Source: an optimization exercise on an open RTL-to-GDS flow (aim: small area, a short achievable clock period and few clock cycles per item). Production flows keep margins and buffers that such runs may drop.
In this exercise RTL edits were held to simulation tests only and were not proved equivalent to the original.

Design ntt_butterfly, start of the top module:
module ntt_butterfly (
  input  logic        clk,
  input  logic        rst,
  input  logic        in_valid,
  output logic        in_ready,
  input  logic        in_mode,
  input  logic [11:0] in_a,
  input  logic [11:0] in_b,
  input  logic [11:0] in_zeta,
  input  logic [7:0]  in_idx,
  output logic        out_valid,
  input  logic        out_ready,
  output logic [11:0] out_a,
  output logic [11:0] out_b,
  output logic [7:0]  out_idx,
  output logic        busy
);
  logic        en;
  logic        v1, v2, v3;
  logic        v3_n;    
  logic [12:0] mx;
  logic        m1, m2;
  logic [11:0] z1;
  logic [12:0] xa, xa1, mx1, xa2;
  logic [7:0]  idx1, idx2, idx3;
  logic [24:0] p, p2;
  logic [13:0] sa, sa3;
  logic [12:0] sb, sb3;
  assign en       = !v3 || out_ready;
  assign in_ready = (v3_n || out_ready) && !rst;
  always_ff @(posedge clk) begin
    if (rst) begin
      v1   <= 1'b0;
      v2   <= 1'b0;
      v3   <= 1'b0;
      v3_n <= 1'b1;
    end else if (en) begin
      v1   <= in_valid;
      v2   <= v1;
      v3   <= v2;
      v3_n <= !v2;
    end
  end
  bfly_pre u_pre (.mode(in_mode), .a(in_a), .b(in_b), .mx(mx), .xa(xa));
  bfly_reg #(.W(1 + 13 + 13 + 12 + 8)) u_r1 (
    .clk(clk), .en(en), .d({in_mode, xa, mx, in_zeta, in_idx}),
    .q({m1, xa1, mx1, z1, idx1}));
  bfly_mul u_mul (.mx(mx1), .zeta(z1), .p(p));
  bfly_reg #(.W(1 + 13 + 25 + 8)) u_r2 (
    .clk(clk), .en(en), .d({m1, xa1, p, idx1}), .q({m2, xa2, p2, idx2}));
  bfly_red u_red (.mode(m2), .xa(xa2), .p(p2), .sa(sa), .sb(sb));
  bfly_reg #(.W(14 + 13 + 8)) u_r3 (
    .clk(clk), .en(en), .d({sa, sb, idx2}), .q({sa3, sb3, idx3}));
  bfly_fin u_fin (.sa(sa3), .sb(sb3), .ra(out_a), .rb(out_b));
  assign out_idx   = idx3;
  assign out_valid = v3;
  assign busy      = v1 || v2 || v3;
endmodule
==> flow/config.mk <==
export PLATFORM = sky130hd
export DESIGN_NAME = ntt_butterfly
export DESIGN_NICKNAME = ntt_butterfly
export VERILOG_FILES = /design/flow/design.v
export SDC_FILE = /design/flow/constraint.sdc
export NUM_CORES = 4
export LEC_CHECK = 0
export CAP_MARGIN = 20
export CORE_MARGIN = 2
export CORE_UTILIZATION = 40
export SLEW_MARGIN = 20
==> flow/constraint.sdc <==
create_clock -name core_clock -period 14.0 [get_ports {clk}]
set_input_delay 2.8000 -clock core_clock [delete_from_list [all_inputs] [get_ports {clk}]]
set_output_delay 2.8000 -clock core_clock [all_outputs]
set_load 0.01 [all_outputs]
standard.sh (not shown) runs the stock make flow with config.mk's settings and CLKGATE_MAP_FILE= SYNTH_SCRIPT=/design/flow/synth_recipe.tcl, a recipe that flattens the netlist after the stock synthesis.
==> flow/flow/run.sh <==
#!/bin/bash
# Standard layout with four changes to how it is made:
#  - port buffers are buf_2 cells instead of the flow's default choice (a
#    slow delay buffer);
#  - timing repair aims for a 6.0 ns critical path (setup margin 8.0 ns
#    against the 14 ns clock);
#  - the clock tree is built from clkbuf_8 cells;
#  - after the standard synthesis, invopt4.py picks the polarity of the
#    adder cells (a full adder is self-dual; a half adder is rebuilt as an
#    XOR/XNOR and an AND-type gate when that helps) and of gates that have a
#    complementary twin (AND/NAND, AOI/AO, ...) to drop the inverters Yosys
#    leaves between them; the netlist keeps the same function, registers
#    and ports.
set -euo pipefail
ARGS=("BUFFER_PORTS_ARGS=-buffer_cell sky130_fd_sc_hd__buf_2" SETUP_SLACK_MARGIN=8.0 "CTS_BUF_LIST=sky130_fd_sc_hd__clkbuf_8")
R=$PWD/orfs/results/$FLOW_PLATFORM/ntt_butterfly/base
bash standard.sh "${ARGS[@]}" synth > synth.log 2>&1
cp $R/1_2_yosys.v 1_2_yosys_standard.v
python3 flow/invopt4.py 1_2_yosys_standard.v $R/1_2_yosys.v > invopt.log 2>&1
rm -f $R/1_synth.odb $R/1_synth.sdc
bash standard.sh "${ARGS[@]}" finish > standard.log 2>&1
Other scripts of this flow, unchanged in this note and not shown: flow/flow/invopt4.py
The starting point completed with no timing, DRC or antenna violations.
Testbench counts at the start, summed over its fixed seeds: cycles 16,024, items 16,000.
Edit:
--- a/flow/flow/run.sh
+++ b/flow/flow/run.sh
@@ -1,9 +1,10 @@
 #!/bin/bash
-# Standard layout with four changes to how it is made:
+# Standard layout with these changes to how it is made:
 #  - port buffers are buf_2 cells instead of the flow's default choice (a
 #    slow delay buffer);
 #  - timing repair aims for a 6.0 ns critical path (setup margin 8.0 ns
 #    against the 14 ns clock);
-#  - the clock tree is built from clkbuf_8 cells;
+#  - the clock tree is built from clkbuf_8 cells (25 sinks per cluster), without the dummy loads
+#    clock tree synthesis adds to balance its branches;
 #  - after the standard synthesis, invopt4.py picks the polarity of the
 #    adder cells (a full adder is self-dual; a half adder is rebuilt as an
@@ -13,5 +14,5 @@
 #    and ports.
 set -euo pipefail
-ARGS=("BUFFER_PORTS_ARGS=-buffer_cell sky130_fd_sc_hd__buf_2" SETUP_SLACK_MARGIN=8.0 "CTS_BUF_LIST=sky130_fd_sc_hd__clkbuf_8")
+ARGS=("BUFFER_PORTS_ARGS=-buffer_cell sky130_fd_sc_hd__buf_2" SETUP_SLACK_MARGIN=8.0 "CTS_ARGS=-sink_clustering_enable -repair_clock_nets -buf_list sky130_fd_sc_hd__clkbuf_8 -dont_use_dummy_load -sink_clustering_size 25")
 R=$PWD/orfs/results/$FLOW_PLATFORM/ntt_butterfly/base
 bash standard.sh "${ARGS[@]}" synth > synth.log 2>&1
Outcome: Cell area decreases by 1.7%. Worst hold slack stays flat. Via count fell by 0.78%. Synthesized cell count stays the same. Wire length is lower by 0.63%. Setup slack is about the same. Global-route usage is about the same. First-iteration DRC count rose by 8.6%.
Edit:
--- a/flow/flow/run.sh
+++ b/flow/flow/run.sh
@@ -4,6 +4,6 @@
 #    slow delay buffer);
 #  - timing repair aims for a 6.0 ns critical path (setup margin 8.0 ns
-#    against the 14 ns clock);
-#  - the clock tree is built from clkbuf_8 cells (25 sinks per cluster), without the dummy loads
+#    against the 14 ns clock), working on the worst 10% of endpoints;
+#  - the clock tree is built from clkbuf_8 cells, without the dummy loads
 #    clock tree synthesis adds to balance its branches;
 #  - after the standard synthesis, invopt4.py picks the polarity of the
@@ -14,5 +14,5 @@
 #    and ports.
 set -euo pipefail
-ARGS=("BUFFER_PORTS_ARGS=-buffer_cell sky130_fd_sc_hd__buf_2" SETUP_SLACK_MARGIN=8.0 "CTS_ARGS=-sink_clustering_enable -repair_clock_nets -buf_list sky130_fd_sc_hd__clkbuf_8 -dont_use_dummy_load -sink_clustering_size 25")
+ARGS=("BUFFER_PORTS_ARGS=-buffer_cell sky130_fd_sc_hd__buf_2" SETUP_SLACK_MARGIN=8.0 TNS_END_PERCENT=10 "CTS_ARGS=-sink_clustering_enable -repair_clock_nets -buf_list sky130_fd_sc_hd__clkbuf_8 -dont_use_dummy_load")
 R=$PWD/orfs/results/$FLOW_PLATFORM/ntt_butterfly/base
 bash standard.sh "${ARGS[@]}" synth > synth.log 2>&1
After rerunning:
- The new run completed with no timing, DRC or antenna violations
- global-route usage goes down by 0.28 points
- wire length is about the same
- via count fell by 1.0%
- final area is about the same
- die area is unchanged
- synthesized area stays the same
- clock skew is higher by 0.0042 ns
Edit:
--- a/flow/flow/run.sh
+++ b/flow/flow/run.sh
@@ -4,5 +4,5 @@
 #    slow delay buffer);
 #  - timing repair aims for a 6.0 ns critical path (setup margin 8.0 ns
-#    against the 14 ns clock), working on the worst 10% of endpoints;
+#    against the 14 ns clock);
 #  - the clock tree is built from clkbuf_8 cells, without the dummy loads
 #    clock tree synthesis adds to balance its branches;
@@ -14,5 +14,5 @@
 #    and ports.
 set -euo pipefail
-ARGS=("BUFFER_PORTS_ARGS=-buffer_cell sky130_fd_sc_hd__buf_2" SETUP_SLACK_MARGIN=8.0 TNS_END_PERCENT=10 "CTS_ARGS=-sink_clustering_enable -repair_clock_nets -buf_list sky130_fd_sc_hd__clkbuf_8 -dont_use_dummy_load")
+ARGS=("BUFFER_PORTS_ARGS=-buffer_cell sky130_fd_sc_hd__buf_2" SETUP_SLACK_MARGIN=8.0 "CTS_ARGS=-sink_clustering_enable -repair_clock_nets -buf_list sky130_fd_sc_hd__clkbuf_8 -dont_use_dummy_load")
 R=$PWD/orfs/results/$FLOW_PLATFORM/ntt_butterfly/base
 bash standard.sh "${ARGS[@]}" synth > synth.log 2>&1
Outcome: Design area is about the same; routed wire length stays flat; via count rises by about 1%.

what the ideal ports hide:
No port has a modelled driver above. Below, the same layouts with a new extraction and two added sets of constraints. Step 1 (the two cells are an assumption about what drives the block):
set clk [get_ports {clk}]
set_driving_cell -lib_cell sky130_fd_sc_hd__clkbuf_16 $clk
set_driving_cell -lib_cell sky130_fd_sc_hd__buf_2 [delete_from_list [all_inputs] $clk]
Step 2, shift: input delay + t, output delay - t, t = (earliest + latest rising clock arrival at the registers) / 2. This alone moves slack from input paths to output paths. Slacks: ideal / step 1 / step 2; pairs: ideal / step 1.
| run | t, ns | setup WS [ns] | worst setup path after step 2 |
|---|---|---|---|
| the first run | 0.494 | 8.042 / 7.982 / 7.488 | input to register |
| the second run | 0.484 | 8.039 / 7.996 / 7.512 | input to register |
| the third run | 0.474 | 8.052 / 7.971 / 7.497 | input to register |
| the fourth run | 0.484 | 8.039 / 7.996 / 7.512 | input to register |
After both steps every run listed still meets setup and hold. For the third run, which loses most, drivers alone change the setup slack by -0.081 ns; drivers and shift together by -0.555 ns.
